What follows belongs to an exercise in optimizing a design on an open flow for small area and a short achievable clock period; a production flow would make more cautious choices.
The RTL was checked by simulation tests, not by an equivalence proof against the original design.
Power is estimated from default activity; no workload was simulated.

==> design/flow/design.v <==
package cpu_mem_pkg;
  localparam int WORD_W      = 16;   
  localparam int ADDR_W      = 16;   
  localparam int LATENCY_DEF = 4;    
  localparam int CNT_W       = 4;    
  typedef logic [WORD_W-1:0] word_t;
  typedef enum logic {
    IDLE = 1'b0,
    WAIT = 1'b1
  } state_t;
endpackage
module lat_counter #(
  parameter int W = 4
) (
  input  logic         clk,
  input  logic         rst_n,
  input  logic         load,
  input  logic [W-1:0] load_value,
  input  logic         run,
  output logic         zero
);
  logic [W-1:0] cnt;
  always_ff @(posedge clk or negedge rst_n) begin
    if (!rst_n) begin
      cnt <= '0;
    end else if (load) begin
      cnt <= load_value;
    end else if (run && (cnt != '0)) begin
      cnt <= cnt - 1'b1;
    end
  end
  assign zero = (cnt == '0);
endmodule
module mem_responder #(
  parameter int LATENCY    = cpu_mem_pkg::LATENCY_DEF,   
  parameter int DEPTH_LOG2 = 8              
) (
  input  logic                clk,
  input  logic                rst_n,
  input  logic                enable,
  input  logic                wr,
  input  logic [cpu_mem_pkg::ADDR_W-1:0] addr,
  input  logic [cpu_mem_pkg::WORD_W-1:0] data_in,
  output logic [cpu_mem_pkg::WORD_W-1:0] data_out,
  output logic                ready,
  output logic                busy,
  output logic                valid
);
  localparam int W      = cpu_mem_pkg::WORD_W;
  localparam int NRING  = (1 << DEPTH_LOG2) / 4;
  localparam int RB     = DEPTH_LOG2 - 2;
  logic [2:0]  st;
  logic        ready_q;
  logic        complete;
  logic        idle_nx;
  assign ready_q  = (st == 3'd0);
  assign complete = st[2];
  assign idle_nx  = ready_q ? ~enable : complete;
  always_ff @(posedge clk or negedge rst_n) begin
    if (!rst_n) begin
      st    <= 3'd0;
      ready <= 1'b1;
      busy  <= 1'b0;
      valid <= 1'b0;
    end else begin
      valid <= complete;
      ready <= idle_nx;
      busy  <= ~idle_nx;
      st    <= idle_nx ? 3'd0 : st + 3'd1;
    end
  end
  logic [DEPTH_LOG2-1:0] lat_addr;
  logic [W-1:0]          lat_data;
  logic                  lat_wr;
  always_ff @(posedge clk) begin
    if (ready_q) begin
      lat_addr <= addr[DEPTH_LOG2:1];
      lat_data <= data_in;
      lat_wr   <= wr;
    end
  end
  logic [2:0] phase;
  logic [2:0] phase_nx;
  assign phase_nx = phase + 3'd1;
  always_ff @(posedge clk) phase <= phase_nx;
  logic                  pend_v;
  logic [DEPTH_LOG2-1:0] pend_addr;
  logic [W-1:0]          pend_data;
  logic                  commit;
  logic [W-1:0]          wdata_n;
  assign commit  = pend_v & ((pend_addr[1:0] + phase[1:0]) == 2'd3);
  assign wdata_n = ~(pend_data ^ {W{phase_nx[2]}});
  always_ff @(posedge clk) begin
    if (complete && lat_wr) begin
      pend_v    <= 1'b1;
      pend_addr <= lat_addr;
      pend_data <= lat_data;
    end else if (commit) begin
      pend_v <= 1'b0;
    end
  end
  logic [W-1:0] s0 [NRING];
  logic [W-1:0] s1 [NRING];
  logic [W-1:0] s2 [NRING];
  logic [W-1:0] s3 [NRING];
  logic [W-1:0] s0_nx [NRING];
  logic [NRING-1:0] wen, wen_n;
  logic [NRING-1:0] rsel_n;
  for (genvar r = 0; r < NRING; r++) begin : g_ring
    assign wen[r]    = commit & (pend_addr[DEPTH_LOG2-1:2] == RB'(r));
    assign wen_n[r]  = ~wen[r];
    assign rsel_n[r] = ~(lat_addr[DEPTH_LOG2-1:2] == RB'(r));
    for (genvar b = 0; b < W; b++) begin : g_bit
      mr_mux_inv u_wr (
        .s_n (wen_n[r]),
        .a   (wdata_n[b]),
        .s   (wen[r]),
        .b   (s3[r][b]),
        .y   (s0_nx[r][b])
      );
    end
    always_ff @(posedge clk) begin
      s0[r] <= s0_nx[r];
      s1[r] <= s0[r];
      s2[r] <= s1[r];
      s3[r] <= s2[r];
    end
  end
  logic [W-1:0] tap;
  logic         at_tap;
  logic [W-1:0] rd_next;
  logic [W-1:0] rd_buf;
  for (genvar b = 0; b < W; b++) begin : g_col
    logic [NRING-1:0] col;
    for (genvar r = 0; r < NRING; r++) begin : g_r
      assign col[r] = s0[r][b];
    end
    mr_read_col #(.N(NRING)) u_col (
      .d      (col),
      .sel_n  (rsel_n),
      .y      (tap[b])
    );
  end
  assign at_tap  = ((lat_addr[1:0] + phase[1:0]) == 2'd0);
  assign rd_next = at_tap ? (tap ^ {W{phase[2]}}) : rd_buf;
  always_ff @(posedge clk) rd_buf <= rd_next;
  always_ff @(posedge clk or negedge rst_n) begin
    if (!rst_n) begin
      data_out <= '0;
    end else if (complete && !lat_wr) begin
      data_out <= rd_next;
    end
  end
endmodule
module mr_mux_inv (
  input  logic s_n,
  input  logic a,
  input  logic s,
  input  logic b,
  output logic y
);
  assign y = ~((s_n | a) & (s | b));
endmodule
module mr_read_col #(
  parameter int N = 64
) (
  input  logic [N-1:0] d,
  input  logic [N-1:0] sel_n,
  output logic         y
);
  logic [N/2-1:0] pair;
  for (genvar i = 0; i < N/2; i++) begin : g_pair
    mr_mux_inv u_pair (
      .s_n (d[2*i]),
      .a   (sel_n[2*i]),
      .s   (d[2*i+1]),
      .b   (sel_n[2*i+1]),
      .y   (pair[i])
    );
  end
  assign y = ~(|pair);
endmodule
==> design/flow/run.sh <==
#!/bin/bash
# synth_recipe.tcl (not shown) runs the flow's synth.tcl, then flattens the netlist and writes it again
# the make line also repeats each setting of config.mk as NAME=value (left out here)
make -C /OpenROAD-flow-scripts/flow DESIGN_CONFIG=/design/flow/config.mk WORK_HOME=/design/flow/orfs CLKGATE_MAP_FILE= SYNTH_SCRIPT=/design/flow/synth_recipe.tcl finish
==> design/flow/config.mk <==
export PLATFORM = sky130hd
export DESIGN_NAME = mem_responder
export DESIGN_NICKNAME = mem_responder
export VERILOG_FILES = /design/flow/design.v
export SDC_FILE = /design/flow/constraint.sdc
export NUM_CORES = 4
export LEC_CHECK = 0
export CAP_MARGIN = 20
export CORE_MARGIN = 2
export CORE_UTILIZATION = 55
export SETUP_SLACK_MARGIN = 2.5
export SLEW_MARGIN = 20
export SYNTH_HIERARCHICAL = 1
export SYNTH_MEMORY_MAX_BITS = 8192
==> design/flow/constraint.sdc <==
create_clock -name core_clock -period 5.0 [get_ports {clk}]
set_input_delay 1.0000 -clock core_clock [delete_from_list [all_inputs] [get_ports {clk}]]
set_output_delay 1.0000 -clock core_clock [all_outputs]
set_load 0.01 [all_outputs]
==> metrics.md, run 1 <==
| Metric | Value |
|---|---|
| Status | no timing/DRC/antenna violations |
| Fillcell total | 12000 |
| Clk root buf | clkbuf_16 |
| Sequential share of power | 49.4% |
| Worst IR drop on VDD | 411 uV |
| ANT nets after route | 0 |
| Final Hold Vio Count | 0 |
| Syn Inst Count | 6369 |
| Worst-skew pair later-pin latency | 950 ps |
| Starting DRT DRC Count | 4748 |
| WP data arrival | 4120 ps |
| Clock skew | 43.8 ps |
| First-pass DRT Iterations | 5 |
| Core box area | 176000 um2 |
| Final wirelength | 255 mm |
| # DRC | 0 |
| Area Overhead vs Synth | 24.0% |
| Syn Nets | 6410 |
| Synth cell types | 36 |
| Avg WL per Cell | 26.1 um |
| Fin nets | 7201 |
| Final setup vio count | 0 |
| Register area share after synthesis | 86.5% |
| Worst-path fanout max | 16 |
| Overall Power | 0.0707 W |
| Die Y | 425 um |
| Crit-path slowest cell | nand4_1 |
| CP Capture Type | flop |
| Max-slew headroom | 20.1% |
| Min cycle time layout | 3290 ps |
| Critical path launch point type | flop |
| I/O pins | 55 |
| Power share of the combinational group | 9.3% |
| Most used flip-flop cell after synthesis | dfxtp_1 |
| Worst path max stage delay | 540 ps |
| CTS Buffer Depth | 4 |
| I/O Buffers | 46 |
| Critical path class | flop to flop |
| DPL Wire Length | 145 mm |
| Required time worst endpoint | 5830 ps |
| Final period utilization | 65.8% |
| Routed vias | 54400 |
| Max-Cap Viols | 0 |
| Final GP Congestion | 0.862 |
| Die ar. | 181000 um2 |
| Mapped Area | 97600 um2 |
| Die width | 425 um |
| Crit-path cells | buf_6 > nand2b_4 > nor3_4 > buf_4 > nand2_2 > buf_12 > o22ai_2 > nor4_4 > nand4_1 > nor2_1 > xor2_1 > nor3_2 > o31ai_1 |
| Final Max Tran Viols | 0 |
| Hold buffer count at cts | 0 |
| TNS Setup | 0 ps |
| H-tree levels | 5 |
| #FFs+latches synth | 4187 |
| Vias per cell | 5.56 |
| Initial antenna violation count | 7 |
| Pwr dens | 584 nW/um2 |
| GR Overflow Total | 0 |
| Number of global-route vias before repair | 54200 |
| Total track usage | 27.5% |
| Rows | 154 |
| Syn_area_per_cell | 15.3 um2 |
| Psw | 0.0168 W |
| CTS sink count | 4187 |
| First-pass GRT wire length | 367 mm |
| Max Fclk | 304 MHz |
| Pin count of the biggest net entering global routing | 65 |
| P_int | 0.0538 W |
| Worst Hold Class | flop to flop |
| Worst-Margin Slew | 1200 ps |
| Async SR Flop Fraction | 0.525% |
| Post-synth EDFFs | 49 |
| Clock share of power | 41.2% |
| Yosys warning count | 16 |
| Unrepaired setup endpoints after global routing | yes |
| Share of layout cells above drive strength 1 | 19.7% |
| Worst-path clk slew | 60 ps |
| Initial Utilization | 55.4% |
| Sw Ratio | 23.8% |
| Num CTS Buffers | 383 |
| Clock tree from TritonCTS | built |
| Lkg Pwr | 48.6 nW |
## worst paths after layout
kind	slack, ps	cells past startpoint	to	startpoint
worst min-delay path	290	0	s2[9][0]$_DFF_P_	s1[9][0]$_DFF_P_
worst max-delay path	1710	13	data_out[12]$_DFFE_PN0P_	lat_addr[4]$_DFFE_PN_
min in group asynchronous	470	2	data_out[10]$_DFFE_PN0P_	rst_n
worst min register to register	290	0	s2[9][0]$_DFF_P_	s1[9][0]$_DFF_P_
max in group asynchronous	4130	2	ready$_DFF_PN1_	rst_n
worst max register to register	1710	13	data_out[12]$_DFFE_PN0P_	lat_addr[4]$_DFFE_PN_
## Yosys stat by module, one instance, submodules excluded, a selection
module | flip-flops and latches | copies in the design | area, um2 | cells inside
mem_responder | 4187 | 1 | 86900 | 4657
mr_mux_inv | 0 | 1536 | 6.26 | 1
## critical path: cells and delay by family, from the launching register on
family,cells,cell delay [ps]
simple gates,7,1750
flops,1,370
compound gates,2,360
xor+xnor,1,200
buf+inv,3,480
## state kept, by name (all words and copies together), names as in the netlist, 16 cells and up
| name | cells |
|---|---|
| data_out | 16 |
| s2 | 1024 |
| pend_data | 16 |
| s3 | 1024 |
| rd_buf | 16 |
| lat_data | 16 |
| s1 | 1024 |
| s0 | 1024 |
## final cells by class
class,instances,area [um2],share of cell area (%)
flip-flops and latches,4187,84400,69.7
multi-input cells,2136,16400,13.5
clock buffers,554,11200,9.24
repair buffers,446,4680,3.86
well taps,2340,2930,2.42
clock inverters,120,1480,1.22
inverters,6,22.5,0.0186
diodes,1,2.50,0.00207
## cell usage in the layout (no fill, tap or decap), drive strengths merged
cell type / synthesis / final
diode: 0 / 1
buf: 10 / 415
a21oi: 16 / 16
o22ai: 1536 / 1536
clkinvlp: 0 / 9
xnor2: 16 / 16
xnor3: 2 / 2
nand4: 32 / 32
or3b: 3 / 3
xor2: 17 / 17
nand2b: 8 / 8
bufinv: 0 / 31
a21o: 2 / 2
o31ai: 16 / 16
ha: 5 / 5
nor3b: 3 / 3
nand3b: 3 / 3
dfrtp: 21 / 21
dfstp: 1 / 1
clkinv: 0 / 72
xor3: 2 / 2
edfxtp: 49 / 49
clkdlybuf4s50: 0 / 27
and2: 9 / 9
nand2: 155 / 157
nor4: 129 / 129
nor2b: 7 / 8
inv: 6 / 14
nand3: 8 / 8
or2: 3 / 4
and3: 1 / 1
nor3: 58 / 58
clkbuf: 34 / 557
or3: 2 / 2
dfxtp: 4116 / 4116
nor2: 99 / 99
bufbuf: 0 / 1
## cells by family (layout without fill, tap and decap cells)
kind of cell	Yosys count	in the layout	share of synthesized area (%)
xor+xnor	37	37	0.399
simple gates	520	524	2.79
other cells	0	1	0
compound gates	1570	1570	10.1
buf+inv	50	1126	0.215
flops	4187	4187	86.5
fa+ha+maj	5	5	0.0641
## routing by layer
| layer | part of all wire, % | vias to the layer above | track usage (%) | wire length (um) |
|---|---|---|---|---|
| li1 | - | 24800 | - | - |
| met1 | 47 | 27300 | 40.7 | 120000 |
| met2 | 43 | 1815 | 39.6 | 110000 |
| met3 | 6.4 | 438 | 4.78 | 16300 |
| met4 | 3.7 | 2 | 11.8 | 9340 |
| met5 | 0.0051 | - | 0 | 13 |
## synthesized netlist by cell type, types with 2 or more instances
library cell	instances	area share [%]
o22ai_1	1536	9.8
nor2b_1	7	0.045
a21oi_1	16	0.082
or3_1	2	0.013
nand4_1	32	0.21
xor2_1	16	0.14
a21o_1	2	0.015
dfrtp_1	21	0.54
edfxtp_1	49	1.5
dfxtp_1	4116	84
buf_2	6	0.031
buf_6	2	0.023
or3b_2	3	0.027
nor3_1	43	0.22
nor2_1	99	0.38
nand2b_1	8	0.051
ha_1	5	0.064
nand3_1	8	0.041
buf_1	2	0.0077
nor4_1	113	0.72
nand2_1	155	0.60
o31ai_1	16	0.12
nor3b_1	3	0.023
nor4_2	16	0.21
or2_2	3	0.019
xnor2_1	16	0.14
inv_1	6	0.023
nor3_2	15	0.15
xor3_1	2	0.049
clkbuf_1	34	0.13
and2_1	9	0.058
nand3b_1	3	0.023
xnor3_1	2	0.046
## power by group through the flow
stage | clock (W) | combinational, W | sequential [W]
finish | 0.0291 | 0.00658 | 0.0349
floorplan | 0 | 0.00201 | 0.0355
detailed placement | 0 | 0.00509 | 0.0357
global route | 0.0309 | 0.00670 | 0.0350
CTS | 0.0295 | 0.00614 | 0.0349
global placement | 0 | 0.00508 | 0.0356
## timing repair
action / 4_1_cts / 5_1_grt
gates cloned: 7 / 19
endpoints found under the setup margin: 1075 / 415
gates resized for setup: 527 / 291
pin swaps: 79 / 69
buffers inserted: 109 / 53
## stage by stage
step	area (um2)	cells	hold WS [ps]	util [%]	setup slack, ps
6_report	121000	9790	291	68.7	1710
5_1_grt	121000	9790	289	68.7	1690
4_1_cts	119000	9717	294	67.5	1860
3_5_place_dp	103000	8927	312	58.5	965
3_3_place_gp	103000	8927	310	58.5	940
2_1_floorplan	97800	6369	310	-	2040
==> run 2, diff against run 1 <==
--- a/design/flow/design.v
+++ b/design/flow/design.v
@@ -74,2 +74,5 @@
   logic                  lat_wr;
+  localparam int HB = RB / 2;           
+  logic [(1<<(RB-HB))-1:0] rsel_hi;
+  logic [(1<<HB)-1:0]      rsel_lo;
   always_ff @(posedge clk) begin
@@ -79,2 +82,6 @@
       lat_wr   <= wr;
+      for (int i = 0; i < (1<<(RB-HB)); i++)
+        rsel_hi[i] <= (addr[DEPTH_LOG2:HB+3] == (RB-HB)'(i));
+      for (int i = 0; i < (1<<HB); i++)
+        rsel_lo[i] <= (addr[HB+2:3] == HB'(i));
     end
@@ -111,3 +118,3 @@
     assign wen_n[r]  = ~wen[r];
-    assign rsel_n[r] = ~(lat_addr[DEPTH_LOG2-1:2] == RB'(r));
+    assign rsel_n[r] = ~(rsel_hi[r >> HB] & rsel_lo[r % (1<<HB)]);
     for (genvar b = 0; b < W; b++) begin : g_bit
--- a/design/flow/config.mk
+++ b/design/flow/config.mk
@@ -10,2 +10,4 @@
 export CORE_UTILIZATION = 55
+export CTS_CLUSTER_DIAMETER = 100
+export CTS_CLUSTER_SIZE = 30
 export SETUP_SLACK_MARGIN = 2.5
==> run 2 against run 1 <==
Global-route usage fell by 1.1 points; non-clock buffer count decreased by 48; maximum frequency rose by 16%; largest cell class unchanged; clock skew decreased by 3.5 ps; die area increased by 0.50%; power decreased by 12%; critical endpoint is now data_out[13]$_DFFE_PN0P_; synthesized cell count up 0.13%; clock power shrank 47%; critical path type unchanged; clock-buffer cell count is 376 lower; sequential power barely moved; utilization decreased by 5.3 points; worst setup slack improved by 470 ps.
==> metrics.md, run 2 <==
| Metric | Value |
|---|---|
| Place WS | 1180 ps (+215 ps) |
| Fin nets | 6928 (-3.8%) |
| Required time worst endpoint | 5760 ps (-70 ps) |
| Pwr dens | 550 nW/um2 (-5.8%) |
| Max-Cap Viols | 0 (unchanged) |
| Syn_area_per_cell | 15.4 um2 (+0.38%) |
| WP data arrival | 3580 ps (-540 ps) |
| Post-synth top cells | 4116 x dfxtp_1, 1536 x o22ai_1, 139 x nand2_1 |
| Worst path max stage delay | 520 ps (-20 ps) |
| R2R Path End | data_out[13]$_DFFE_PN0P_ |
| Critical path launch point type | flop |
| Synth cell types | 42 (+17%) |
| Clock skew | 40.2 ps (-3.53 ps) |
| Yosys warning count | 16 (unchanged) |
| Final setup vio count | 0 (unchanged) |
| Commonest non-fill, non-tap cell in the layout | dfxtp_1 |
| Initial antenna violation count | 0 (-7) |
| Critical path class | flop to flop |
| Psw | 0.0172 W (+2.1%) |
| Min cycle time layout | 2830 ps (-466 ps) |
| Post-route setup slack | 2170 ps (+466 ps) |
| Syn Inst Count | 6377 (+0.13%) |
| Fillcell total | 12900 (+7.6%) |
| Avg WL per Cell | 26.5 um (+1.7%) |
| Register-to-register setup slack | 2170 ps (+470 ps) |
| Count leader, synth | dfxtp_1 |
| Worst Hold Class | flop to flop |
| Worst IR drop on VDD | 342 uV (-17%) |
| Crit-path cells | buf_12 > buf_12 > buf_12 > nand2_8 > o22ai_1 > nor4_1 > buf_4 > nand4_1 > nor2_2 > xor2_1 > nor3_2 > o31ai_1 |
| Crit-path slowest cell | edfxtp_1 |
| Design area | 113000 um2 (-6.9%) |
| CP Capture Type | flop |
| Die width | 426 um (+0.25%) |
| Cell accounting for the most synthesized area | dfxtp_1 |
| CTS sink count | 4203 (+0.38%) |
| Number of diodes | 0 (-1) |
| Vias per cell | 5.60 (+0.78%) |
| P_int | 0.0447 W (-17%) |
| Syn Nets | 6418 (+0.12%) |
| First-pass GRT wire length | 351 mm (-4.2%) |
| Number of global-route vias before repair | 50800 (-6.4%) |
| Total track usage | 26.4% (-1.1 points) |
| Area Overhead vs Synth | 14.9% |
| H-tree levels | 4 (-1) |
| Routed vias | 51900 (-4.6%) |
| Reg-to-Reg Start | rsel_lo[1]$_DFFE_PN_ |
| Most used flip-flop cell after synthesis | dfxtp_1 |
| Worst-Margin Slew | 943 ps (-253 ps) |
| Final GP Congestion | 0.825 (-4.2%) |
| Final Max Tran Viols | 0 (unchanged) |
| Post-synth EDFFs | 65 (+33%) |
| Placed Area | 104000 um2 (+0.38%) |
| I/O pins | 55 (unchanged) |
| Most used cell, CP | buf_12 |
| Share of layout cells above drive strength 1 | 13.6% (-6.1 points) |
| Worst Hold Path EP | s2[8][4]$_DFF_P_ |
| Pin count of the biggest net entering global routing | 65 (unchanged) |
| Top cells by area, synth | dfxtp_1 84%, o22ai_1 9.8%, edfxtp_1 2.0% |
| Die ar. | 182000 um2 (+0.50%) |
| Async SR Flop Fraction | 0.523% (-0.0020 points) |
| Min-delay src | s1[8][4]$_DFF_P_ |
| Hold buffer count at cts | 0 (unchanged) |
| Register area share after synthesis | 86.5% (about the same) |
| R2R depth | 12 (-1) |
| Initial Utilization | 55.2% (-0.20 points) |
| Worst-skew pair later-pin latency | 870 ps (-80 ps) |
| Final Hold Vio Count | 0 (unchanged) |
| Hold Path Depth | 0 (unchanged) |
| Num CTS Buffers | 158 (-59%) |
| Core box area | 178000 um2 (+0.87%) |
| Lkg Pwr | 43.6 nW (-10%) |
| GR Overflow Total | 0 (unchanged) |
| # DRC | 0 (unchanged) |
| Sequential share of power | 56.9% (+7.5 points) |
| Clk root buf | clkbuf_16 |
| Power share of the combinational group | 18.1% (+8.8 points) |
| I/O Buffers | 46 (unchanged) |
| Worst-path fanout max | 7 (-9) |
| Rows | 155 (+0.65%) |
| Starting DRT DRC Count | 4167 (-12%) |
| Max Fclk | 354 MHz (+16%) |
| Sw Ratio | 27.8% (+3.9 points) |
| TNS Setup | 0 ps (unchanged) |
| Filler-free cell count of the finished design | 9269 (-5.3%) |
| Max-slew headroom | 37.1% (+17 points) |
| Dpl cells | 8931 (+0.045%) |
| #FFs+latches synth | 4203 (+0.38%) |
| Clock share of power | 25.0% (-16 points) |
| Worst-path clk slew | 110 ps (+50 ps) |
| Post-synth top area share | 84.0% (-0.42 points) |
| Final period utilization | 56.5% (-9.3 points) |
| CTS Buffer Depth | 3 (-1) |
| Final wirelength | 246 mm (-3.7%) |
| Status | no timing/DRC/antenna violations |
| DPL Wire Length | 144 mm (-0.73%) |
| First-pass DRT Iterations | 5 (unchanged) |
| Unrepaired setup endpoints after global routing | yes |
| Mapped Area | 98100 um2 (+0.50%) |
| Most frequent cells in the layout | 4116 x dfxtp_1, 1461 x o22ai_1, 230 x buf_4, 165 x clkbuf_16, 68 x nor2_1 |
| Die Y | 426 um (+0.25%) |
| Clock tree from TritonCTS | built |
| ANT nets after route | 0 (unchanged) |
run 2: worst max-delay path: cells and delay by family (launching register included):
family                 cells  cell delay (ps)
AND/OR/NAND/NOR            5              920
XOR/XNOR                   1              190
AO/OA/AOI/OAI              2              350
flip-flops                 1              520
buffers and inverters      4              730
run 2: final cells by class:
class,instances,area (um2),area share (%)
multi-input combinational,2120,16200,14.4
inverter,6,22.5,0.0200
clock buffer,178,4140,3.67
clock inverter,9,100,0.0888
timing repair buffer,398,4340,3.85
sequential,4203,84900,75.3
tap,2355,2950,2.61
run 2: per-layer routing:
| metal | global-route usage [%] | share of wire, % | up-vias |
|---|---|---|---|
| li1 | - | - | 24000 |
| met4 | 10.4 | 3.8 | 0 |
| met1 | 38.4 | 47 | 26300 |
| met3 | 3.18 | 4.5 | 353 |
| met5 | 0 | 0 | - |
| met2 | 40.4 | 45 | 1284 |
run 2: power by group through the flow:
| stage | Sequential [W] | Clock [W] | Combinational, W |
|---|---|---|---|
| 2_1_floorplan | 0.0357 | 0 | 0.00342 |
| 3_3_place_gp | 0.0362 | 0 | 0.00771 |
| 3_5_place_dp | 0.0362 | 0 | 0.00776 |
| 4_1_cts | 0.0352 | 0.0156 | 0.0102 |
| 5_1_grt | 0.0353 | 0.0168 | 0.0114 |
| 6_report | 0.0352 | 0.0155 | 0.0112 |
run 2: through the flow:
stage	hold slack [ps]	power, W	utilization [%]
final	313	0.0619	63.4
after global routing	319	0.0636	63.4
after CTS	317	0.0611	62.6
after detailed placement	312	0.0440	58.2
after global placement	310	0.0439	58.2
after floorplan	310	0.0391	-
run 2: how the worst max path moves through the flow:
stage	startpoint	to	slack, ps	cells past startpoint
final	rsel_lo[1]$_DFFE_PN_	data_out[13]$_DFFE_PN0P_	2170	12
after global routing	rsel_hi[6]$_DFFE_PN_	data_out[1]$_DFFE_PN0P_	2130	11
after CTS	rsel_hi[6]$_DFFE_PN_	data_out[5]$_DFFE_PN0P_	2230	11
after detailed placement	rsel_lo[4]$_DFFE_PN_	data_out[5]$_DFFE_PN0P_	1180	8
after global placement	rsel_lo[7]$_DFFE_PN_	data_out[3]$_DFFE_PN0P_	1200	8
after floorplan	phase[0]$_DFF_P_	s0[0][10]$_DFF_P_	2100	5
run 2: logic make-up (layout without fill, tap and decap cells):
family | count (synthesis) | in the layout | share of synthesized area (%)
xor+xnor | 36 | 36 | 0.377
buf+inv | 59 | 591 | 0.306
compound gates | 1570 | 1570 | 10.0
fa+ha+maj | 5 | 5 | 0.0638
flops | 4203 | 4203 | 86.5
simple gates | 504 | 509 | 2.71
run 2: Yosys stat by module, one instance, submodules excluded, a selection:
module	cell area (um2)	copies in the design
mr_mux_inv	6.26	1536
mem_responder	87400	1
run 2: what timing repair did:
action / 4_1_cts / 5_1_grt
buffers inserted: 94 / 43
resized for setup: 570 / 161
gates cloned: 9 / 5
pin swaps: 128 / 85
endpoints found under the setup margin: 1059 / 546
==> run 3, diff against run 2 <==
--- a/design/flow/config.mk
+++ b/design/flow/config.mk
@@ -9,3 +9,3 @@
 export CORE_MARGIN = 2
-export CORE_UTILIZATION = 55
+export CORE_UTILIZATION = 65
 export CTS_CLUSTER_DIAMETER = 100
==> run 3 against run 2 <==
Still clean on timing, DRC and antenna; power is 0.19% lower; register-to-register slack better by 30 ps; combinational power hardly changed; global-route usage is 4.9 points higher; critical path type unchanged; largest cell class unchanged.
==> metrics.md, run 3 <==
| Metric | Value |
|---|---|
| Final Max Tran Viols | 0 (unchanged) |
| Rows | 142 (-8.4%) |
| Cell accounting for the most synthesized area | dfxtp_1 |
| First-pass DRT Iterations | 5 (unchanged) |
| Fillcell total | 9386 (-27%) |
| # DRC | 0 (unchanged) |
| Design area | 112000 um2 (-0.84%) |
| Pin count of the biggest net entering global routing | 65 (unchanged) |
| Final GP Congestion | 0.888 (+7.6%) |
| Overall Power | 0.0618 W (-0.19%) |
| Final wirelength | 245 mm (-0.23%) |
| Post-synth top area share | 84.0% (unchanged) |
| CP Launch Point | rsel_hi[7]$_DFFE_PN_ |
| Register area share after synthesis | 86.5% (unchanged) |
| Status | no timing/DRC/antenna violations |
| Most used flip-flop cell after synthesis | dfxtp_1 |
| Clock tree from TritonCTS | built |
| Syn Inst Count | 6377 (unchanged) |
| WP data arrival | 3500 ps (-80 ps) |
| Area Overhead vs Synth | 13.9% |
| Clock skew | 30.1 ps (-10.1 ps) |
| Yosys warning count | 16 (unchanged) |
| Min cycle time layout | 2790 ps (-34.7 ps) |
| Unrepaired setup endpoints after global routing | yes |
| Final setup vio count | 0 (unchanged) |
| CTS sink count | 4203 (unchanged) |
| Post-route setup slack | 2210 ps (+34.7 ps) |
| H-tree levels | 4 (unchanged) |
| Critical path class | flop to flop |
| Placed Area | 103000 um2 (-0.54%) |
| Final Hold Vio Count | 0 (unchanged) |
| I/O pins | 55 (unchanged) |
| Worst IR drop on VDD | 466 uV (+36%) |
| Post-synth top cells | 4116 x dfxtp_1, 1536 x o22ai_1, 139 x nand2_1 |
| Mapped Area | 98100 um2 (unchanged) |
| Routed vias | 52700 (+1.6%) |
| Required time worst endpoint | 5710 ps (-50 ps) |
| Reg-to-Reg Start | rsel_hi[7]$_DFFE_PN_ |
| Pwr dens | 553 nW/um2 (+0.66%) |
| DPL Wire Length | 146 mm (+1.3%) |
| Worst-path clk slew | 110 ps (about the same) |
| Starting DRT DRC Count | 4418 (+6.0%) |
| Avg WL per Cell | 27.4 um (+3.6%) |
| Most frequent cells in the layout | 4116 x dfxtp_1, 1464 x o22ai_1, 246 x buf_4, 168 x clkbuf_16, 76 x nor2_1 |
| I/O Buffers | 46 (unchanged) |
| CTS Buffer Depth | 3 (unchanged) |
| GR Overflow Total | 0 (unchanged) |
| Num CTS Buffers | 158 (unchanged) |
| Share of layout cells above drive strength 1 | 13.4% (-0.13 points) |
| Final period utilization | 55.8% (-0.69 points) |
| Fin nets | 6926 (-0.029%) |
| Clk root buf | clkbuf_16 |
| #FFs+latches synth | 4203 (unchanged) |
| Syn Nets | 6418 (unchanged) |
| R2R Path End | data_out[2]$_DFFE_PN0P_ |
| CP Capture Point | data_out[2]$_DFFE_PN0P_ |
| Core box area | 150000 um2 (-16%) |
| Hold buffer count at cts | 0 (unchanged) |
| ANT nets after route | 0 (unchanged) |
| Worst-skew pair later-pin latency | 800 ps (-70 ps) |
| R2R depth | 10 (-2) |
| Initial antenna violation count | 8 (+8) |
| Top cells by area, synth | dfxtp_1 84%, o22ai_1 9.8%, edfxtp_1 2.0% |
| Async SR Flop Fraction | 0.523% (unchanged) |
| Worst-Margin Slew | 944 ps (+0.357 ps) |
| Die ar. | 154000 um2 (-15%) |
| Number of global-route vias before repair | 51000 (+0.40%) |
| Die width | 393 um (-7.9%) |
| Synth cell types | 42 (unchanged) |
| Initial Utilization | 65.5% (+10 points) |
| Lkg Pwr | 43.2 nW (-0.94%) |
| Place WS | 1220 ps (+37.5 ps) |
| First-pass GRT wire length | 349 mm (-0.74%) |
| Syn_area_per_cell | 15.4 um2 (unchanged) |
| Critical path launch point type | flop |
| CP Capture Type | flop |
| Total track usage | 31.2% (+4.9 points) |
| TNS Setup | 0 ps (unchanged) |
| Register-to-register setup slack | 2210 ps (+30 ps) |
| Max-slew headroom | 36.9% (-0.18 points) |
| Max Fclk | 358 MHz (+1.2%) |
| Count leader, synth | dfxtp_1 |
| Post-synth EDFFs | 65 (unchanged) |
| Worst Hold Class | flop to flop |
| Worst-path fanout max | 9 (+2) |
| Commonest non-fill, non-tap cell in the layout | dfxtp_1 |
| Vias per cell | 5.91 (+5.4%) |
| Die Y | 393 um (-7.9%) |
| Max-Cap Viols | 0 (unchanged) |
==> run 3: how the worst min path moves through the flow <==
stage / end / from / cells after the start
2_1_floorplan: s2[0][0]$_DFF_P_ / s1[0][0]$_DFF_P_ / 0
3_3_place_gp: s3[29][0]$_DFF_P_ / s2[29][0]$_DFF_P_ / 0
3_5_place_dp: s2[15][2]$_DFF_P_ / s1[15][2]$_DFF_P_ / 0
4_1_cts: s3[8][15]$_DFF_P_ / s2[8][15]$_DFF_P_ / 0
5_1_grt: s3[8][15]$_DFF_P_ / s2[8][15]$_DFF_P_ / 0
6_report: s3[8][15]$_DFF_P_ / s2[8][15]$_DFF_P_ / 0
==> run 3: modules after synthesis (local to each module, per instance), a selection <==
| module | flip-flops and latches | cell area, um2 |
|---|---|---|
| mem_responder | 4203 | 87400 |
| mr_mux_inv | 0 | 6.26 |
==> run 3: critical path: stages, from the launching register on <==
cell and delay [ps]:
edfxtp_1 420, buf_6 210, nand2_4 180, buf_6 180, o22ai_1 150, nor4_2 470, nand4_1 340, nor2_2 180
xor2_1 210, nor3_2 70, o31ai_1 260
==> run 3: kinds of logic (layout without fill, tap and decap cells) <==
family / count (synthesis) / in the layout / share of synthesized area, %
xor gates and xnor gates: 36 / 36 / 0.377
other: 0 / 2 / 0
DFF: 4203 / 4203 / 86.5
and+or+nand+nor: 504 / 512 / 2.71
adders and majority gates: 5 / 5 / 0.0638
buffers and inverters: 59 / 583 / 0.306
AOI/OAI and AO/OA: 1570 / 1570 / 10.0
==> run 3: area by class of cell <==
class	instances	area [um2]	area share, %
Antenna cell	2	5.00	0.00448
Clock buffer	179	4220	3.78
Clock inverter	5	80.1	0.0717
Inverter	6	22.5	0.0202
Multi-Input combinational cell	2123	16000	14.3
Sequential cell	4203	84900	76.0
Tap cell	2016	2520	2.26
Timing Repair Buffer	393	4000	3.58
==> run 3: per-layer routing <==
layer	GRT usage [%]	wire length (um)	share of wire, %
met1	46.4	112000	46
met2	46.2	106000	43
met3	4.71	15700	6.4
met5	0	46	0.019
met4	12.9	11200	4.6
==> run 3: report_power, final <==
group	switching (W)	internal, W
Combinational	0.00721	0.00386
Clock	0.00941	0.00608
Sequential	0.000581	0.0347
==> run 3: through the flow <==
| step | cells | util, % | hold WS [ps] |
|---|---|---|---|
| after floorplan | 6377 | - | 310 |
| after global placement | 8581 | 68.7 | 309 |
| after detailed placement | 8584 | 68.7 | 312 |
| after CTS | 8882 | 74.0 | 303 |
| after global routing | 8926 | 74.6 | 291 |
| final | 8927 | 74.6 | 298 |
==> run 3: what timing repair did <==
item | 4_1_cts | 5_1_grt
gates cloned | 12 | 2
endpoints found under the setup margin | 1071 | 252
pin swaps | 116 | 78
hold endpoints to repair | 0 | 0
setup buffers | 102 | 41
resized for setup | 539 | 103
==> run 4, diff against run 3 <==
--- a/design/flow/design.v
+++ b/design/flow/design.v
@@ -74,5 +74,5 @@
   logic                  lat_wr;
-  localparam int HB = RB / 2;           
-  logic [(1<<(RB-HB))-1:0] rsel_hi;
-  logic [(1<<HB)-1:0]      rsel_lo;
+  logic [NRING-1:0] rsel_n;
+  logic [W-1:0]     rd_word;
+  logic             rd_take;
   always_ff @(posedge clk) begin
@@ -82,6 +82,6 @@
       lat_wr   <= wr;
-      for (int i = 0; i < (1<<(RB-HB)); i++)
-        rsel_hi[i] <= (addr[DEPTH_LOG2:HB+3] == (RB-HB)'(i));
-      for (int i = 0; i < (1<<HB); i++)
-        rsel_lo[i] <= (addr[HB+2:3] == HB'(i));
+      for (int i = 0; i < NRING; i++)
+        rsel_n[i] <= (addr[DEPTH_LOG2:3] != RB'(i));
+    end else if (rd_take) begin
+      lat_data <= rd_word;
     end
@@ -114,3 +114,2 @@
   logic [NRING-1:0] wen, wen_n;
-  logic [NRING-1:0] rsel_n;
   for (genvar r = 0; r < NRING; r++) begin : g_ring
@@ -118,3 +117,2 @@
     assign wen_n[r]  = ~wen[r];
-    assign rsel_n[r] = ~(rsel_hi[r >> HB] & rsel_lo[r % (1<<HB)]);
     for (genvar b = 0; b < W; b++) begin : g_bit
@@ -138,3 +136,2 @@
   logic [W-1:0] rd_next;
-  logic [W-1:0] rd_buf;
   for (genvar b = 0; b < W; b++) begin : g_col
@@ -151,4 +148,5 @@
   assign at_tap  = ((lat_addr[1:0] + phase[1:0]) == 2'd0);
-  assign rd_next = at_tap ? (tap ^ {W{phase[2]}}) : rd_buf;
-  always_ff @(posedge clk) rd_buf <= rd_next;
+  assign rd_word = tap ^ {W{phase[2]}};
+  assign rd_take = at_tap & ~lat_wr;
+  assign rd_next = at_tap ? rd_word : lat_data;
   always_ff @(posedge clk or negedge rst_n) begin
--- a/design/flow/config.mk
+++ b/design/flow/config.mk
@@ -9,3 +9,3 @@
 export CORE_MARGIN = 2
-export CORE_UTILIZATION = 65
+export CORE_UTILIZATION = 55
 export CTS_CLUSTER_DIAMETER = 100
==> run 4 against run 3 <==
Worst setup slack worse by 96 ps; global-route usage is 4.4 points lower; combinational power fell by 67%; synthesized area grew 1.2%; register-to-register slack got worse by 96 ps.
==> metrics.md, run 4 <==
| Metric | Value |
|---|---|
| ANT nets after route | 0 (unchanged) |
| Routed vias | 53600 (+1.7%) |
| Syn_area_per_cell | 15.4 um2 (+0.20%) |
| Filler-free cell count of the finished design | 9479 (+6.2%) |
| Rows | 155 (+9.2%) |
| Pwr dens | 480 nW/um2 (-13%) |
| Final Max Tran Viols | 0 (unchanged) |
| Post-synth top cells | 4100 x dfxtp_1, 1536 x o22ai_1, 158 x nand2_1 |
| Synth cell types | 36 (-14%) |
| Unrepaired setup endpoints after global routing | yes |
| Worst-path fanout max | 6 (-3) |
| Initial antenna violation count | 17 (+9) |
| Max Fclk | 346 MHz (-3.3%) |
| Critical path launch point type | flop |
| Place WS | 1370 ps (+154 ps) |
| I/O pins | 55 (unchanged) |
| Register area share after synthesis | 86.6% (about the same) |
| # DRC | 0 (unchanged) |
| Final wirelength | 253 mm (+3.4%) |
| Fillcell total | 13100 (+40%) |
| Number of global-route vias before repair | 52600 (+3.1%) |
| Worst-Margin Slew | 1130 ps (+182 ps) |
| Share of layout cells above drive strength 1 | 13.8% (+0.32 points) |
| Most used flip-flop cell after synthesis | dfxtp_1 |
| Commonest non-fill, non-tap cell in the layout | dfxtp_1 |
| Worst IR drop on VDD | 326 uV (-30%) |
| Dpl cells | 8970 (+4.5%) |
| #FFs+latches synth | 4235 (+0.76%) |
| CP Capture Type | flop |
| DPL Wire Length | 145 mm (-0.47%) |
| Die width | 429 um (+9.3%) |
| H-tree levels | 4 (unchanged) |
| Top cells by area, synth | dfxtp_1 83%, o22ai_1 9.7%, edfxtp_1 3.4% |
| Post-route setup slack | 2110 ps (-95.7 ps) |
| First-pass GRT wire length | 364 mm (+4.3%) |
| Worst-path clk slew | 120 ps (about the same) |
| Critical path class | flop to flop |
| Required time worst endpoint | 5760 ps (+50 ps) |
| Min cycle time layout | 2890 ps (+95.7 ps) |
| Initial Utilization | 55.5% (-10 points) |
| WP data arrival | 3650 ps (+150 ps) |
| TNS Setup | 0 ps (unchanged) |
| Async SR Flop Fraction | 0.519% (-0.0040 points) |
| Max-slew headroom | 24.5% (-12 points) |
| Post-synth top area share | 82.6% (-1.4 points) |
| Syn Inst Count | 6443 (+1.0%) |
| Starting DRT DRC Count | 4389 (-0.66%) |
| Count leader, synth | dfxtp_1 |
| Avg WL per Cell | 26.7 um (-2.6%) |
| Lkg Pwr | 44.8 nW (+3.7%) |
| Post-synth EDFFs | 113 (+74%) |
| Cell accounting for the most synthesized area | dfxtp_1 |
| Final GP Congestion | 0.835 (-5.9%) |
| Die Y | 429 um (+9.3%) |
| I/O Buffers | 46 (unchanged) |
| Yosys warning count | 16 (unchanged) |
| Clock tree from TritonCTS | built |
| Num CTS Buffers | 159 (+0.63%) |
| Worst-skew pair later-pin latency | 850 ps (+50 ps) |
| Syn Nets | 6484 (+1.0%) |
| Status | no timing/DRC/antenna violations |
| Most frequent cells in the layout | 4098 x dfxtp_1, 1496 x o22ai_1, 319 x buf_4, 172 x clkbuf_16, 113 x edfxtp_1 |
| Die ar. | 184000 um2 (+19%) |
| Final setup vio count | 0 (unchanged) |
| Vias per cell | 5.66 (-4.2%) |
| Share of the core filled with cells | 63.8% (-11 points) |
| First-pass DRT Iterations | 5 (unchanged) |
| Fin nets | 7117 (+2.8%) |
| Pin count of the biggest net entering global routing | 65 (unchanged) |
| CTS sink count | 4235 (+0.76%) |
| Final period utilization | 57.7% (+1.9 points) |
| Total track usage | 26.8% (-4.4 points) |
| Clock skew | 44.7 ps (+14.6 ps) |
| GR Overflow Total | 0 (unchanged) |
| Mapped Area | 99300 um2 (+1.2%) |
| Max-Cap Viols | 0 (unchanged) |
| Worst Hold Class | input port to asynchronous set/reset pin |
| Core box area | 179000 um2 (+20%) |
| Final Hold Vio Count | 0 (unchanged) |
| CTS Buffer Depth | 3 (unchanged) |
| Area Overhead vs Synth | 14.9% |
| Hold buffer count at cts | 0 (unchanged) |
| Clk root buf | clkbuf_16 |
-- run 4: cell count changes in the layout (fill, tap and decap cells not counted), sizes merged, moves of 14 or more --
cell,change
a21oi,+16
xnor2,+16
and3,+14
dfxtp,-16
xor2,-16
nand3,-14
edfxtp,+48
clkbuf,+24
buf,+127
-- run 4: final timing paths --
path	from	endpoint	slack, ps	depth (start not counted)
worst max-delay path	rsel_n[25]$_DFFE_PN_	data_out[1]$_DFFE_PN0P_	2110	9
worst min-delay path	rst_n	data_out[1]$_DFFE_PN0P_	120	1
worst max register to register	rsel_n[25]$_DFFE_PN_	data_out[1]$_DFFE_PN0P_	2110	9
worst min register to register	s1[44][11]$_DFF_P_	s2[44][11]$_DFF_P_	310	0
max in group asynchronous	rst_n	data_out[11]$_DFFE_PN0P_	4500	1
min in group core_clock	s1[44][11]$_DFF_P_	s2[44][11]$_DFF_P_	310	0
-- run 4: critical path: stages, from the launching register on --
cell and delay (ps):
edfxtp_1 430, buf_6 140, clkbuf_16 150, o22ai_2 120, nor4_4 600, nand4_1 560, nor2_2 300, xnor2_2 120
and3_1 190, o31ai_2 180
-- run 4: stage by stage --
step / cell area (um2) / total power [W] / hold slack [ps]
floorplan: 99500 / 0.0374 / 310
global placement: 105000 / 0.0393 / 309
detailed placement: 105000 / 0.0393 / 312
CTS: 113000 / 0.0548 / 312
global route: 114000 / 0.0564 / 130
finish: 114000 / 0.0548 / 125
-- run 4: final cells by class --
cell class / instances / area, um2 / share of cell area [%]
Antenna cell: 5 / 12.5 / 0.0110
Clock buffer: 199 / 4320 / 3.78
Sequential cell: 4235 / 86000 / 75.4
Tap cell: 2355 / 2950 / 2.58
Clock inverter: 5 / 72.6 / 0.0636
Timing Repair Buffer: 518 / 5330 / 4.67
Multi-Input combinational cell: 2155 / 15400 / 13.5
Inverter: 7 / 33.8 / 0.0296
-- run 4: kinds of logic (layout without fill, tap and decap cells) --
group                      Yosys count  after routing  synth area share [%]
buffers and inverters               55            729                 0.229
adders and majority gates            5              5                0.0630
xor gates and xnor gates            36             36                 0.368
and+or+nand+nor                    525            527                  2.77
AOI/OAI and AO/OA                 1587           1587                  9.98
DFF                               4235           4235                  86.6
other                                0              5                     0
-- run 4: per-module statistics from Yosys (local to each module, per instance), a selection --
module	cells	flip-flops and latches	area [um2]	times used
mem_responder	4731	4235	88600	1
mr_mux_inv	1	0	6.26	1536
-- run 4: layer usage --
metal  vias to the layer above  GRT usage [%]  wire [um]
li1                      24500              -          -
met1                     27300           39.9     120000
met2                      1443           40.6     111000
met3                       379           3.92      14600
met4                        10           8.26       8180
met5                         -              0         71
-- run 4: repair_timing --
| action | in CTS | in global routing |
|---|---|---|
| buffers inserted | 265 | 26 |
| setup endpoints to repair | 1091 | 821 |
| pin swaps | 85 | 62 |
| cloned | 3 | 6 |
| endpoints found under the hold margin | 0 | 0 |
| resized for setup | 343 | 135 |
-- run 4: power breakdown --
group	switching, W	total [W]	internal, W
Clock	0.00959	0.0158	0.00618
Combinational	0.00253	0.00365	0.00112
Sequential	0.000422	0.0354	0.0350
Total	0.0125	0.0548	0.0423
==> run 5, diff against run 4 <==
--- a/design/flow/design.v
+++ b/design/flow/design.v
@@ -74,5 +74,15 @@
   logic                  lat_wr;
-  logic [NRING-1:0] rsel_n;
-  logic [W-1:0]     rd_word;
-  logic             rd_take;
+  localparam int GB = 4;                  
+  localparam int NG = NRING >> GB;        
+  logic [(1<<GB)-1:0] sel_lo_q, sel_lo_d, sel_lo_n;
+  logic [NG-1:0]      sel_hi_q, sel_hi_d;
+  logic [W-1:0]       rd_word;
+  logic               rd_take;
+  for (genvar i = 0; i < (1<<GB); i++) begin : g_slo
+    assign sel_lo_d[i] = (addr[GB+2:3] != GB'(i));
+  end
+  for (genvar i = 0; i < NG; i++) begin : g_shi
+    assign sel_hi_d[i] = (addr[DEPTH_LOG2:GB+3] != (RB-GB)'(i));
+  end
+  assign sel_lo_n = ready_q ? sel_lo_d : sel_lo_q;
   always_ff @(posedge clk) begin
@@ -82,4 +92,4 @@
       lat_wr   <= wr;
-      for (int i = 0; i < NRING; i++)
-        rsel_n[i] <= (addr[DEPTH_LOG2:3] != RB'(i));
+      sel_lo_q <= sel_lo_d;
+      sel_hi_q <= sel_hi_d;
     end else if (rd_take) begin
@@ -133,2 +143,3 @@
   end
+  logic [W-1:0] grp [NG];
   logic [W-1:0] tap;
@@ -136,10 +147,25 @@
   logic [W-1:0] rd_next;
-  for (genvar b = 0; b < W; b++) begin : g_col
-    logic [NRING-1:0] col;
-    for (genvar r = 0; r < NRING; r++) begin : g_r
-      assign col[r] = s0[r][b];
-    end
-    mr_read_col #(.N(NRING)) u_col (
+  for (genvar g = 0; g < NG; g++) begin : g_grp
+    logic [W-1:0] grp_d;
+    for (genvar b = 0; b < W; b++) begin : g_col
+      logic [(1<<GB)-1:0] col;
+      for (genvar r = 0; r < (1<<GB); r++) begin : g_r
+        assign col[r] = s0_nx[g*(1<<GB)+r][b];
+      end
+      mr_read_col #(.N(1<<GB)) u_col (
+        .d      (col),
+        .sel_n  (sel_lo_n),
+        .y      (grp_d[b])
+      );
+    end
+    always_ff @(posedge clk) grp[g] <= grp_d;
+  end
+  for (genvar b = 0; b < W; b++) begin : g_tap
+    logic [NG-1:0] col;
+    for (genvar g = 0; g < NG; g++) begin : g_g
+      assign col[g] = grp[g][b];
+    end
+    mr_read_col #(.N(NG)) u_col (
       .d      (col),
-      .sel_n  (rsel_n),
+      .sel_n  (sel_hi_q),
       .y      (tap[b])
--- a/design/flow/config.mk
+++ b/design/flow/config.mk
@@ -9,3 +9,3 @@
 export CORE_MARGIN = 2
-export CORE_UTILIZATION = 55
+export CORE_UTILIZATION = 65
 export CTS_CLUSTER_DIAMETER = 100
==> run 5 against run 4 <==
Utilization rose by 15 points; clock-buffer cell count fell by 21; worst setup slack got worse by 260 ps; maximum frequency fell by 8.1%; clock skew fell by 19 ps.
==> metrics.md, run 5 <==
| Metric | Value |
|---|---|
| Register area share after synthesis | 86.5% (-0.13 points) |
| Async SR Flop Fraction | 0.517% (-0.0024 points) |
| First-pass GRT wire length | 375 mm (+3.1%) |
| Required time worst endpoint | 5740 ps (-20 ps) |
| Place WS | 969 ps (-402 ps) |
| Cell accounting for the most synthesized area | dfxtp_1 |
| Vias per cell | 6.10 (+7.8%) |
| Max Fclk | 318 MHz (-8.1%) |
| Worst Hold Class | flop to flop |
| Hold buffer count at cts | 0 (unchanged) |
| CTS Buffer Depth | 3 (unchanged) |
| Pin count of the biggest net entering global routing | 65 (unchanged) |
| Die ar. | 156000 um2 (-15%) |
| Critical path launch point type | flop |
| Rows | 143 (-7.7%) |
| Avg WL per Cell | 29.4 um (+10%) |
| Most frequent cells in the layout | 4178 x dfxtp_1, 1061 x o22ai_1, 350 x o22ai_2, 226 x buf_4, 172 x clkbuf_16 |
| Final Max Tran Viols | 0 (unchanged) |
| First-pass DRT Iterations | 6 (+1) |
| Final period utilization | 62.8% (+5.1 points) |
| Die Y | 395 um (-8.0%) |
| Clk root buf | clkbuf_16 |
| Pwr dens | 478 nW/um2 (-0.52%) |
| Syn Inst Count | 6468 (+0.39%) |
| Final GP Congestion | 0.854 (+2.2%) |
| WP data arrival | 3880 ps (+230 ps) |
| I/O pins | 55 (unchanged) |
| I/O Buffers | 46 (unchanged) |
| Commonest non-fill, non-tap cell in the layout | dfxtp_1 |
| #FFs+latches synth | 4255 (+0.47%) |
| Status | no timing/DRC/antenna violations |
| Worst IR drop on VDD | 460 uV (+41%) |
| Unrepaired setup endpoints after global routing | yes |
| DPL Wire Length | 135 mm (-7.0%) |
| Worst-Margin Slew | 865 ps (-261 ps) |
| ANT nets after route | 0 (unchanged) |
| Mapped Area | 99300 um2 (about the same) |
| Post-synth EDFFs | 53 (-53%) |
| Clock tree from TritonCTS | built |
| Count leader, synth | dfxtp_1 |
| Worst-path clk slew | 110 ps (about the same) |
| Worst-skew pair later-pin latency | 830 ps (-20 ps) |
| Final Hold Vio Count | 0 (unchanged) |
| Total track usage | 33.2% (+6.4 points) |
| Critical path class | flop to flop |
| H-tree levels | 4 (unchanged) |
| CTS sink count | 4255 (+0.47%) |
| Worst path max stage delay | 610 ps (about the same) |
| GR Overflow Total | 0 (unchanged) |
| Syn_area_per_cell | 15.3 um2 (-0.46%) |
| Initial antenna violation count | 9 (-8) |
| Fin nets | 7187 (+0.98%) |
| Initial Utilization | 65.4% (+9.9 points) |
| Final setup vio count | 0 (unchanged) |
| Top cells by area, synth | dfxtp_1 84%, o22ai_1 9.9%, edfxtp_1 1.6% |
| Area Overhead vs Synth | 20.3% |
| Post-route setup slack | 1860 ps (-255 ps) |
| Most used flip-flop cell after synthesis | dfxtp_1 |
| Clock skew | 25.8 ps (-19.0 ps) |
| Fillcell total | 8580 (-35%) |
| Number of global-route vias before repair | 54100 (+2.9%) |
| Synth cell types | 40 (+11%) |
| Die width | 395 um (-8.0%) |
| Max-Cap Viols | 0 (unchanged) |
| Share of layout cells above drive strength 1 | 21.1% (+7.3 points) |
| Starting DRT DRC Count | 6079 (+39%) |
| Num CTS Buffers | 159 (unchanged) |
| Yosys warning count | 18 (+2) |
| Min cycle time layout | 3140 ps (+255 ps) |
| Post-synth top area share | 84.3% (+1.7 points) |
| Crit-path slowest cell | or4_1 |
| TNS Setup | 0 ps (unchanged) |
| Post-synth top cells | 4180 x dfxtp_1, 1568 x o22ai_1, 173 x nor2_1 |
| Crit-path cells | ha_4 > xnor3_2 > nor3_4 > buf_12 > buf_6 > buf_8 > nand3_4 > buf_6 > o22ai_1 > o22ai_1 > or4_1 > nor2_1 |
| Syn Nets | 6509 (+0.39%) |
| Final wirelength | 270 mm (+6.7%) |
| Routed vias | 56100 (+4.6%) |
| Max-slew headroom | 42.3% (+18 points) |
| Lkg Pwr | 45.7 nW (+2.0%) |
| # DRC | 0 (unchanged) |
| CP Capture Type | flop |
| Core box area | 152000 um2 (-15%) |
| Worst-path fanout max | 6 (unchanged) |
-- run 5: cell count changes after synthesis, moves of 32 or more --
cell and delta:
dfxtp_1 +80, edfxtp_1 -60, nand2_1 -78, nand4_1 -32
nor2_1 +72, nor4_1 -113, o22ai_1 +32, or4_1 +128
-- run 5: what timing repair did --
action                     in CTS  in global routing
setup endpoints to repair    1096                355
buffers inserted              218                 83
gates cloned                   46                 13
resized for setup             911                493
pin swaps                     146                 85
-- run 5: area by class of cell --
| cell class | instances | area, um2 | area share, % |
|---|---|---|---|
| clock buffer | 178 | 4220 | 3.53 |
| timing repair buffer | 539 | 6730 | 5.64 |
| clock inverter | 5 | 57.6 | 0.0482 |
| antenna | 1 | 2.50 | 0.00210 |
| timing repair inverter | 1 | 8.76 | 0.00733 |
| sequential | 4255 | 85800 | 71.9 |
| tap | 2030 | 2540 | 2.13 |
| multi-input combinational | 2183 | 20000 | 16.7 |
| inverter | 7 | 46.3 | 0.0388 |
-- run 5: kinds of logic (layout without fill, tap and decap cells) --
family                   after synthesis  in the layout  share of synthesized area, %
XOR/XNOR                              36             36                         0.368
flip-flops                          4255           4255                          86.5
AND/OR/NAND/NOR                      487            506                          2.60
adder cells (fa/ha/maj)                5              5                        0.0630
AO/OA/AOI/OAI                       1635           1636                          10.3
buffers and inverters                 50            730                         0.209
other                                  0              1                             0
-- run 5: through the flow --
stage | total power [W] | hold slack [ps] | util, % | instance area, um2 | instances
global route | 0.0584 | 315 | 78.7 | 119000 | 9198
CTS | 0.0566 | 318 | 76.3 | 116000 | 9102
detailed placement | 0.0406 | 312 | 68.7 | 104000 | 8655
finish | 0.0571 | 315 | 78.7 | 119000 | 9199
floorplan | 0.0382 | 310 | - | 99800 | 6468
global placement | 0.0405 | 310 | 68.7 | 104000 | 8655
-- run 5: modules after synthesis (local to each module, per instance), a selection --
module         cell area [um2]  copies in the design  cells  flip-flops and latches
mem_responder            88200                     1   4692                    4255
mr_mux_inv                6.26                  1568      1                       0
-- run 5: path summary, 6_finish.rpt --
| check | from | endpoint | slack, ps | cells past startpoint |
|---|---|---|---|---|
| worst min register to register | s1[9][3]$_DFF_P_ | s2[9][3]$_DFF_P_ | 320 | 0 |
| worst min-delay path | s1[9][3]$_DFF_P_ | s2[9][3]$_DFF_P_ | 320 | 0 |
| min in group asynchronous | rst_n | data_out[5]$_DFFE_PN0P_ | 600 | 2 |
| max in group asynchronous | rst_n | ready$_DFF_PN1_ | 4020 | 2 |
| worst max-delay path | pend_addr[0]$_DFFE_PP_ | grp[2][12]$_DFF_P_ | 1860 | 12 |
| worst max register to register | pend_addr[0]$_DFFE_PP_ | grp[2][12]$_DFF_P_ | 1860 | 12 |
-- run 5: worst max-delay path, delay by kind of cell, from the launching register on --
kind                     cells  cell delay [ps]
AO/OA/AOI/OAI                2              340
buffers and inverters        4              610
adder cells (fa/ha/maj)      1              190
flip-flops                   1              450
XOR/XNOR                     1              320
AND/OR/NAND/NOR              4             1130
-- run 5: power by group --
part,switching [W],internal [W]
Clock,0.00951,0.00607
Sequential,0.000895,0.0353
Combinational,0.00378,0.00153
Total,0.0142,0.0429
-- run 5: metal layers --
layer | global-route usage, % | up-vias | part of all wire (%)
li1 | - | 24700 | -
met1 | 49.2 | 28200 | 44
met2 | 47.5 | 2661 | 43
met3 | 6.94 | 553 | 9.3
met4 | 14.3 | 0 | 4.5
met5 | 0 | - | 0
==> run 6, diff against run 5 <==
--- a/design/flow/design.v
+++ b/design/flow/design.v
@@ -102,17 +102,23 @@
   always_ff @(posedge clk) phase <= phase_nx;
-  logic                  pend_v;
-  logic [DEPTH_LOG2-1:0] pend_addr;
+  logic                  pend_v, pend_v_nx;
+  logic [DEPTH_LOG2-1:0] pend_addr, pend_addr_nx;
   logic [W-1:0]          pend_data;
-  logic                  commit;
+  logic                  commit, commit_nx, commit_q;
+  logic [(1<<GB)-1:0]    wr_lo_q;
+  logic [NG-1:0]         wr_hi_q;
   logic [W-1:0]          wdata_n;
-  assign commit  = pend_v & ((pend_addr[1:0] + phase[1:0]) == 2'd3);
+  assign pend_v_nx    = (complete & lat_wr) | (pend_v & ~commit);
+  assign pend_addr_nx = (complete & lat_wr) ? lat_addr : pend_addr;
+  assign commit_nx    = pend_v_nx & ((pend_addr_nx[1:0] + phase_nx[1:0]) == 2'd3);
+  assign commit       = commit_q;
   assign wdata_n = ~(pend_data ^ {W{phase_nx[2]}});
   always_ff @(posedge clk) begin
-    if (complete && lat_wr) begin
-      pend_v    <= 1'b1;
-      pend_addr <= lat_addr;
-      pend_data <= lat_data;
-    end else if (commit) begin
-      pend_v <= 1'b0;
-    end
+    pend_v    <= pend_v_nx;
+    pend_addr <= pend_addr_nx;
+    commit_q  <= commit_nx;
+    for (int i = 0; i < (1<<GB); i++)
+      wr_lo_q[i] <= commit_nx & (pend_addr_nx[GB+1:2] == GB'(i));
+    for (int i = 0; i < NG; i++)
+      wr_hi_q[i] <= (pend_addr_nx[DEPTH_LOG2-1:GB+2] == (RB-GB)'(i));
+    if (complete && lat_wr) pend_data <= lat_data;
   end
@@ -125,3 +131,3 @@
   for (genvar r = 0; r < NRING; r++) begin : g_ring
-    assign wen[r]    = commit & (pend_addr[DEPTH_LOG2-1:2] == RB'(r));
+    assign wen[r]    = wr_lo_q[r % (1<<GB)] & wr_hi_q[r >> GB];
     assign wen_n[r]  = ~wen[r];
@@ -195,3 +201,3 @@
 module mr_read_col #(
-  parameter int N = 64
+  parameter int N = 16
 ) (
@@ -211,3 +217,30 @@
   end
-  assign y = ~(|pair);
-endmodule
+  if (N == 16) begin : g_16
+    logic [1:0] q;
+    mr_nor4  u_q0 (.a(pair[0]), .b(pair[1]), .c(pair[2]), .d(pair[3]), .y(q[0]));
+    mr_nor4  u_q1 (.a(pair[4]), .b(pair[5]), .c(pair[6]), .d(pair[7]), .y(q[1]));
+    mr_nand2 u_y  (.a(q[0]), .b(q[1]), .y(y));
+  end else begin : g_4
+    logic q;
+    mr_nor2  u_q  (.a(pair[0]), .b(pair[1]), .y(q));
+    assign y = ~q;
+  end
+endmodule
+module mr_nor4 (
+  input  logic a, b, c, d,
+  output logic y
+);
+  assign y = ~(a | b | c | d);
+endmodule
+module mr_nor2 (
+  input  logic a, b,
+  output logic y
+);
+  assign y = ~(a | b);
+endmodule
+module mr_nand2 (
+  input  logic a, b,
+  output logic y
+);
+  assign y = ~(a & b);
+endmodule
==> run 6 against run 5 <==
Synthesized area increased by 0.92%; highest routed layer is now met5; critical path depth down 2; clock power barely moved; die area rose by 0.91%; critical endpoint is now grp[1][3]$_DFF_P_; synthesized cell count grew 0.32%; sequential power grew 6.4%; clock-buffer cell count grew 4; worst setup slack gained 420 ps.
==> metrics.md, run 6 <==
| Metric | Value |
|---|---|
| Critical path class | flop to flop |
| Clock share of power | 25.4% (-1.9 points) |
| Max-slew headroom | 31.4% (-11 points) |
| Final wirelength | 274 mm (+1.4%) |
| ANT nets after route | 0 (unchanged) |
| CP Capture Type | flop |
| Die width | 397 um (+0.45%) |
| Sw Ratio | 25.5% (+0.66 points) |
| Initial antenna violation count | 17 (+8) |
| Worst Hold Class | input port to asynchronous set/reset pin |
| Final setup vio count | 0 (unchanged) |
| WP data arrival | 3410 ps (-470 ps) |
| Max-Cap Viols | 0 (unchanged) |
| Design area | 119000 um2 (about the same) |
| Pin count of the biggest net entering global routing | 65 (unchanged) |
| Synth cell types | 44 (+10%) |
| Max Fclk | 368 MHz (+15%) |
| Syn_area_per_cell | 15.4 um2 (+0.59%) |
| Min cycle time layout | 2720 ps (-421 ps) |
| Post-synth EDFFs | 45 (-15%) |
| DPL Wire Length | 140 mm (+4.0%) |
| Total track usage | 31.4% (-1.8 points) |
| Number of global-route vias before repair | 51900 (-4.2%) |
| Initial Utilization | 65.3% (-0.16 points) |
| Mapped Area | 100000 um2 (+0.92%) |
| #FFs+latches synth | 4276 (+0.49%) |
| First-pass DRT Iterations | 5 (-1) |
| Clock tree from TritonCTS | built |
| Placed Area | 105000 um2 (+0.67%) |
| Register-to-register setup slack | 2280 ps (+420 ps) |
| Reg-to-Reg Start | phase[0]$_DFF_P_ |
| Cell accounting for the most synthesized area | dfxtp_1 |
| R2R Path End | grp[1][3]$_DFF_P_ |
| Power share of the combinational group | 12.3% (+3.0 points) |
| I/O pins | 55 (unchanged) |
| Avg WL per Cell | 29.9 um (+1.8%) |
| CTS sink count | 4276 (+0.49%) |
| Worst IR drop on VDD | 419 uV (-9.0%) |
| CP Launch Point | phase[0]$_DFF_P_ |
| Fin nets | 7140 (-0.65%) |
| CTS Buffer Depth | 3 (unchanged) |
| Unrepaired setup endpoints after global routing | yes |
| Vias per cell | 6.01 (-1.4%) |
| Worst-skew pair later-pin latency | 820 ps (about the same) |
| Starting DRT DRC Count | 5119 (-16%) |
| Commonest non-fill, non-tap cell in the layout | dfxtp_1 |
| Final GP Congestion | 0.928 (+8.6%) |
| Share of layout cells above drive strength 1 | 20.0% (-1.0 points) |
| Worst-Margin Slew | 1030 ps (+163 ps) |
| Sequential share of power | 62.3% (-1.1 points) |
| Top cells by area, synth | dfxtp_1 84%, o22ai_1 9.8%, nor4_2 1.6% |
| Fin Hold WS | 242 ps (-73.4 ps) |
| Final Hold Vio Count | 0 (unchanged) |
| Worst-path fanout max | 32 (+26) |
| Count leader, synth | dfxtp_1 |
| Worst-path clk slew | 110 ps (about the same) |
| Post-synth top cells | 4209 x dfxtp_1, 1568 x o22ai_1, 153 x nand2_1 |
| Routed vias | 55100 (-1.7%) |
| Die ar. | 157000 um2 (+0.91%) |
| Status | no timing/DRC/antenna violations |
| Pwr dens | 519 nW/um2 (+8.5%) |
| Lkg Pwr | 46.1 nW (+0.82%) |
| Async SR Flop Fraction | 0.514% (-0.0025 points) |
| Most used flip-flop cell after synthesis | dfxtp_1 |
| Rows | 144 (+0.70%) |
| Post-synth top area share | 84.1% (-0.19 points) |
| Syn Nets | 6530 (+0.32%) |
| GR Overflow Total | 0 (unchanged) |
| Required time worst endpoint | 5690 ps (-50 ps) |
| Filler-free cell count of the finished design | 9170 (-0.32%) |
| TNS Setup | 0 ps (unchanged) |
| Clk root buf | clkbuf_16 |
| Psw | 0.0158 W (+11%) |
| Yosys warning count | 18 (unchanged) |
| Syn Inst Count | 6489 (+0.32%) |
| Area Overhead vs Synth | 19.1% |
| Clock skew | 29.8 ps (+4.06 ps) |
| Final Max Tran Viols | 0 (unchanged) |
| # DRC | 0 (unchanged) |
| Dpl cells | 8675 (+0.23%) |
| Core box area | 154000 um2 (+1.2%) |
| R2R depth | 10 (-2) |
| First-pass GRT wire length | 357 mm (-4.7%) |
| H-tree levels | 4 (unchanged) |
| CP Capture Point | grp[1][3]$_DFF_P_ |
| I/O Buffers | 46 (unchanged) |
| Final period utilization | 54.4% (-8.4 points) |
| P_int | 0.0461 W (+7.5%) |
| Most frequent cells in the layout | 4195 x dfxtp_1, 1058 x o22ai_1, 341 x o22ai_2, 201 x buf_4, 196 x clkbuf_16 |
| Die Y | 397 um (+0.45%) |
| Num CTS Buffers | 160 (+0.63%) |
| Critical path launch point type | flop |
| Register area share after synthesis | 86.0% (-0.45 points) |
## run 6: power groups by stage
| stage | clock [W] | sequential, W | combinational (W) |
|---|---|---|---|
| detailed placement | 0 | 0.0391 | 0.00437 |
| global placement | 0 | 0.0390 | 0.00433 |
| floorplan | 0 | 0.0384 | 0.00236 |
| finish | 0.0157 | 0.0385 | 0.00764 |
| global route | 0.0169 | 0.0387 | 0.00775 |
| CTS | 0.0157 | 0.0384 | 0.00580 |
## run 6: per-module statistics from Yosys, one instance, submodules excluded, excerpt
module	flops+latches	cell area, um2
mr_mux_inv	0	6.26
mem_responder	4276	88400
mr_nor4	0	12.5
mr_nor2	0	3.75
mr_nand2	0	3.75
## run 6: worst min path at each step
| stage | from | to | slack (ps) | cells after the start |
|---|---|---|---|---|
| floorplan | s0[0][0]$_DFF_P_ | s1[0][0]$_DFF_P_ | 310 | 0 |
| global placement | s1[19][14]$_DFF_P_ | s2[19][14]$_DFF_P_ | 310 | 0 |
| detailed placement | s0[22][12]$_DFF_P_ | s1[22][12]$_DFF_P_ | 310 | 0 |
| CTS | rst_n | data_out[3]$_DFFE_PN0P_ | 200 | 1 |
| global route | rst_n | data_out[2]$_DFFE_PN0P_ | 250 | 1 |
| finish | rst_n | data_out[3]$_DFFE_PN0P_ | 240 | 1 |
## run 6: worst max-delay path, stage by stage, from the launching register on
cell and delay [ps]:
dfxtp_4 370, ha_4 170, xor2_4 220, buf_12 180, buf_16 190, xnor2_4 160
buf_12 200, o22ai_4 240, o22ai_1 110, nor4_2 510, nand2_1 100
## run 6: cell type report
| type | instances | area (um2) |
|---|---|---|
| clock buffer | 182 | 4210 |
| fill | 8892 | 34200 |
| clock inverter | 6 | 67.6 |
| timing repair buffer | 472 | 6470 |
| multi-input combinational | 2083 | 19300 |
| antenna | 1 | 2.50 |
| inverter | 105 | 485 |
| timing repair inverter | 1 | 20.0 |
| tap | 2044 | 2560 |
| sequential | 4276 | 86200 |
## run 6: metal layers
metal  wire (um)  vias up  GRT usage, %  share of wire (%)
met2      121000     2324          46.8                 44
met5          57        -             0              0.021
met1      120000    27800          45.8                 44
li1            -    24500             -                  -
met3       22400      527          6.20                8.2
met4       11100       10          11.5                4.0
## run 6: metrics by stage
step | setup WS, ps | utilization (%) | total power (W)
3_3_place_gp | 910 | 68.4 | 0.0433
3_5_place_dp | 919 | 68.4 | 0.0435
6_report | 2280 | 77.7 | 0.0619
4_1_cts | 2430 | 74.0 | 0.0599
5_1_grt | 2300 | 77.7 | 0.0634
2_1_floorplan | 2140 | - | 0.0407
## run 6: logic make-up after synthesis
logic type	count (synthesis)	synth area share (%)
flops	4276	86.0
compound gates	1624	10.2
simple gates	410	2.78
buf+inv	135	0.550
xor+xnor	36	0.366
fa+ha+maj	5	0.0625
mux	3	0.0350
## run 6: timing repair
action / CTS / global route
setup endpoints to repair: 1006 / 94
buffers inserted: 112 / 133
resized for setup: 570 / 591
pin swaps: 88 / 153
cloned: 24 / 37
hold buffers: 0 / 0

re-timing with driven ports:
The flow's constraints put no driver on any port. The routed layouts listed below were extracted and timed again, unchanged, in two steps.
Step 1, drivers: a clkbuf_16 drives clk and a buf_2 each remaining input, both assumed.
Step 2 times the ports against the registers' clock, not the clock port: input delays grow and output delays shrink by t, the midpoint of the rising clock arrivals with the driver on.
Three values: no drivers, after step 1, after step 2; two values: the first two.
run	t (ns)	setup slack, ns	worst setup path at the end	latest minus earliest clock arrival (ns)	cell pins on the clock port's net
run 1	1.022	1.709 / 1.709 / 1.709	register to register	0.057 / 0.057	1
run 2	0.939	2.175 / 2.175 / 2.175	register to register	0.046 / 0.045	1
run 3	0.881	2.209 / 2.209 / 2.209	register to register	0.040 / 0.041	1
run 4	0.915	2.114 / 2.114 / 1.674	input to register	0.045 / 0.045	1
run 5	0.911	1.859 / 1.859 / 1.261	input to register	0.031 / 0.031	1
run 6	0.893	2.280 / 2.280 / 1.525	input to register	0.033 / 0.034	1
After both steps setup and hold are still met in every run listed. The setup slack of run 6, which loses most, moves by 0.000 ns with the drivers and by -0.755 ns with both steps.
